Background: an optimization exercise with open tools, aiming at small area, a short achievable clock period and few clock cycles per item. Do not read the settings as production practice.
At most, simulation tests tie the RTL to the original design; equivalence was not proved.

## run C
Design bit_chunk_lane_splitter_unit, start of the top module:
module bit_chunk_lane_splitter_unit
(
   input  logic                  clock,
   input  logic                  reset,
   input  logic                  req_valid,
   output logic                  req_ready,
   input  logic                  req_action,
   input  logic [7:0]            req_data_byte,
   output logic                  rsp_valid,
   input  logic                  rsp_ready,
   output logic [3:0]            rsp_lane,
   output logic [7:0]            rsp_out_byte,
   output logic                  rsp_last,
   input  logic                  csr_we,
   input  logic [CSR_IDX_W-1:0]  csr_index,
   input  logic [CSR_DATA_W-1:0] csr_data
);
   logic [5:0]  cw_q;                  
   logic [4:0]  lc_q;                  
   logic [15:0] en_q;
   logic [5:0]  cw_n;                  
   logic [4:0]  lc_n;
   logic [15:0] en_n;
   logic [BUF_W-1:0] buf_q;
   logic [5:0]       pl_q;
   logic [3:0]       idx_q;
   logic [5:0]       sk_q;              
   logic             fol_q;             
   logic             fsh_q;             
   logic [15:0][7:0] pm_q;
   logic        in_v_q, in_act_q;
   logic [7:0]  in_byte_q;
   logic [31:0] e_data_q;
   logic [2:0]  e_n_q;                 
   logic [3:0]  e_lane_q;
   logic        e_last_q;              
   logic        e_pend_q;              
   logic [6:0]  cur_pd_q;
   logic        ypc_q;              
   logic [2:0]  cur_pc_q;
   logic [15:0] nz, idx_oh, fcand;
   logic [3:0]  fnext, ra;
   logic [7:0]  rd_m;
   logic [2:0]  rd_pc;
   logic [6:0]  rd_pd;
   for (genvar i = 0; i < 16; i++) begin : g_nz
      assign nz[i] = pm_q[i][7:1] != 7'd0;
   end
   always_comb begin
      for (int i = 0; i < 16; i++) idx_oh[i] = idx_q == 4'(i);
      fcand = fsh_q ? (nz & ~idx_oh) : (nz & en_q);
      fnext = '0;
      for (int i = 15; i >= 0; i--) if (fcand[i]) fnext = 4'(i);
   end
   assign rd_m = pm_q[ra];
   always_comb begin
      rd_pc = '0;
  ...
==> flow/config.mk <==
export PLATFORM = sky130hd
export DESIGN_NAME = bit_chunk_lane_splitter_unit
export DESIGN_NICKNAME = bit_chunk_lane_splitter_unit
export VERILOG_FILES = /design/flow/design.v
export SDC_FILE = /design/flow/constraint.sdc
export NUM_CORES = 4
export LEC_CHECK = 0
export CAP_MARGIN = 20
export CORE_MARGIN = 2
export CORE_UTILIZATION = 40
export SETUP_SLACK_MARGIN = 2.4
export SLEW_MARGIN = 20
==> flow/constraint.sdc <==
create_clock -name core_clock -period 6.5 [get_ports {clock}]
set_input_delay 1.3000 -clock core_clock [delete_from_list [all_inputs] [get_ports {clock}]]
set_output_delay 1.3000 -clock core_clock [all_outputs]
set_load 0.01 [all_outputs]
run.sh (not shown) runs the stock make flow with config.mk's settings and CLKGATE_MAP_FILE= SYNTH_SCRIPT=/design/flow/synth_recipe.tcl, a recipe that flattens the netlist after the stock synthesis.
Testbench counts of run C, summed over its fixed seeds: cycles 5,766, items 4,211.
Here is what was changed in the inputs of run A compared with run C.
-- flow/design.v --
<<< run C, line 31
   logic [4:0]  lc_q;                  
   logic [15:0] en_q;
   logic [5:0]  cw_n;                  
   logic [4:0]  lc_n;
   logic [15:0] en_n;
   logic [BUF_W-1:0] buf_q;
   logic [5:0]       pl_q;
>>> run A, line 31
   logic [4:0]  lc_q;                  
   logic [15:0] en_q;
   logic [BUF_W-1:0] buf_q;
   logic [5:0]       pl_q;
<<< run C, line 49
   logic        e_pend_q;              
   logic [6:0]  cur_pd_q;
   logic        ypc_q;              
   logic [2:0]  cur_pc_q;
   logic [15:0] nz, idx_oh, fcand;
>>> run A, line 46
   logic        e_pend_q;              
   logic [6:0]  cur_pd_q;
   logic [2:0]  cur_pc_q;
   logic [15:0] nz, idx_oh, fcand;
<<< run C, line 111
   end
   assign lane_on = en_q[idx_q];
   assign yields  = lane_on && ypc_q;
   assign rem_sh  = fol_q ? cw_q[3:0] : 4'(cw_q - pl_q);
   assign rem     = (fol_q ? buf_q[7:0] : in_byte_q) >> rem_sh;
>>> run A, line 107
   end
   assign lane_on = en_q[idx_q];
   assign yields  = lane_on && (nres != 3'd0);
   assign rem_sh  = fol_q ? cw_q[3:0] : 4'(cw_q - pl_q);
   assign rem     = (fol_q ? buf_q[7:0] : in_byte_q) >> rem_sh;
<<< run C, line 122
   logic do_acc, do_data, do_flush, chunk_step, chunk_final;
   logic res_nonlast, resolve_last;
   logic load_flush;
   assign acc_chunk  = idx_lt_l && f_lt_q && f_ge8_q;
   assign acc_corner = idx_lt_l && !f_lt_q;
>>> run A, line 118
   logic do_acc, do_data, do_flush, chunk_step, chunk_final;
   logic res_nonlast, resolve_last;
   logic load_chunk, load_flush;
   assign acc_chunk  = idx_lt_l && f_lt_q && f_ge8_q;
   assign acc_corner = idx_lt_l && !f_lt_q;
<<< run C, line 160
   assign res_nonlast  = e_pend_q && fol_chunk && yields;
   assign resolve_last = e_pend_q && (fol_exit || (fol_chunk && !yields && chunk_final));
   assign load_flush = fsh_q && e_free;
   assign ra         = ra_q;
   logic [6:0] cur_pd_n;
   logic [2:0] cur_pc_n;
   always_comb begin
      cur_pd_n = cur_pd_q;
      cur_pc_n = cur_pc_q;
      if (reset || do_flush) begin
         cur_pd_n = '0;
         cur_pc_n = '0;
      end else if (chunk_step && idx_end && (idx_q == 4'd0) && lane_on) begin
         cur_pd_n = leftover;
         cur_pc_n = tgt[2:0];
      end else if (chunk_step || ((do_data || fol_exit) && !idx_lt_l)) begin
         cur_pd_n = rd_pd;
         cur_pc_n = rd_pc;
      end
   end
   always_ff @(posedge clock) begin
      cur_pd_q <= cur_pd_n;
      cur_pc_q <= cur_pc_n;
      ypc_q    <= (6'(cur_pc_n) + cw_n) >= 6'd8;
   end
   assign rsp_valid    = (e_n_q > 3'd1) || ((e_n_q == 3'd1) && !e_pend_q);
>>> run A, line 156
   assign res_nonlast  = e_pend_q && fol_chunk && yields;
   assign resolve_last = e_pend_q && (fol_exit || (fol_chunk && !yields && chunk_final));
   assign load_chunk = chunk_step && yields;
   assign load_flush = fsh_q && e_free;
   assign ra         = ra_q;
   always_ff @(posedge clock) begin
      if (reset) begin
         cur_pd_q <= '0;
         cur_pc_q <= '0;
      end else if (do_flush) begin
         cur_pd_q <= '0;
         cur_pc_q <= '0;
      end else if (chunk_step && idx_end && (idx_q == 4'd0) && lane_on) begin
         cur_pd_q <= leftover;
         cur_pc_q <= tgt[2:0];
      end else if (chunk_step || ((do_data || fol_exit) && !idx_lt_l)) begin
         cur_pd_q <= rd_pd;
         cur_pc_q <= rd_pc;
      end
   end
   assign rsp_valid    = (e_n_q > 3'd1) || ((e_n_q == 3'd1) && !e_pend_q);
<<< run C, line 197
      else                            wr_l = csr_data[4:0];
   end
   always_comb begin
      cw_n = cw_q;
>>> run A, line 188
      else                            wr_l = csr_data[4:0];
   end
   logic [5:0]  cw_n;
   logic [4:0]  lc_n;
   logic [15:0] en_n;
   always_comb begin
      cw_n = cw_q;
<<< run C, line 336
      end
   end
   logic load_e;
   assign load_e = chunk_step && e_free;
   always_ff @(posedge clock) begin
      if (reset) begin
         e_n_q    <= 3'd0;
         e_pend_q <= 1'b0;
      end else if (load_e) begin
         e_n_q    <= yields ? nres : 3'd0;
         e_pend_q <= yields && (few_path ? more2 : !idx_end);
      end else if (load_flush) begin
         e_n_q    <= 3'd1;
>>> run A, line 330
      end
   end
   always_ff @(posedge clock) begin
      if (reset) begin
         e_n_q    <= 3'd0;
         e_pend_q <= 1'b0;
      end else if (load_chunk) begin
         e_n_q    <= nres;
         e_pend_q <= few_path ? more2 : !idx_end;
      end else if (load_flush) begin
         e_n_q    <= 3'd1;
<<< run C, line 354
   end
   always_ff @(posedge clock) begin
      if (load_e) begin
         e_data_q <= acc[31:0];
         e_lane_q <= idx_q;
>>> run A, line 346
   end
   always_ff @(posedge clock) begin
      if (load_chunk) begin
         e_data_q <= acc[31:0];
         e_lane_q <= idx_q;
Notes after the runs:
Compared run A against run C; clock tree cell share of total cell area within noise.
Run A reports a lower sum of routed wire segments on met1 than run C does.
Layout overhead on the synthesized area down 0.70 points in run A wrt run C
Going from run C to run A, wire length reported by the detailed router shrank by a few percent.
Summary of run A over run C: number of sequential storage elements now sits lower, fraction of standard cell area in multi-input logic now sits lower.
No functional check of the RTL was part of run A.

-- what the ideal ports hide --
No port has a modelled driver above. Below, the same layouts with a new extraction and two added sets of constraints.
Step 1 (the two cells are an assumption about what drives the block):
set clk [get_ports {clock}]
set_driving_cell -lib_cell sky130_fd_sc_hd__clkbuf_16 $clk
set_driving_cell -lib_cell sky130_fd_sc_hd__buf_2 [delete_from_list [all_inputs] $clk]
Step 2 also shifts input and output timing later by t, the mid clock arrival at the registers, as if the neighbouring blocks saw the same clock.
Slacks: no drivers / after step 1 / after step 2; pairs: no drivers / after step 1.
run | shift t [ns] | setup slack, ns | hold WS [ns] | worst setup path after step 2 | pins driven straight from the clock port
run C | 0.616 | 2.297 / 2.240 / 1.885 | 0.465 / 0.465 / 0.465 | input to register | 1
run A | 0.604 | 2.466 / 2.433 / 1.893 | 0.462 / 0.462 / 0.462 | input to register | 1
After both steps setup and hold are still met in every run listed. For run A, which loses most, drivers alone change the setup slack by -0.033 ns; drivers and shift together by -0.573 ns.
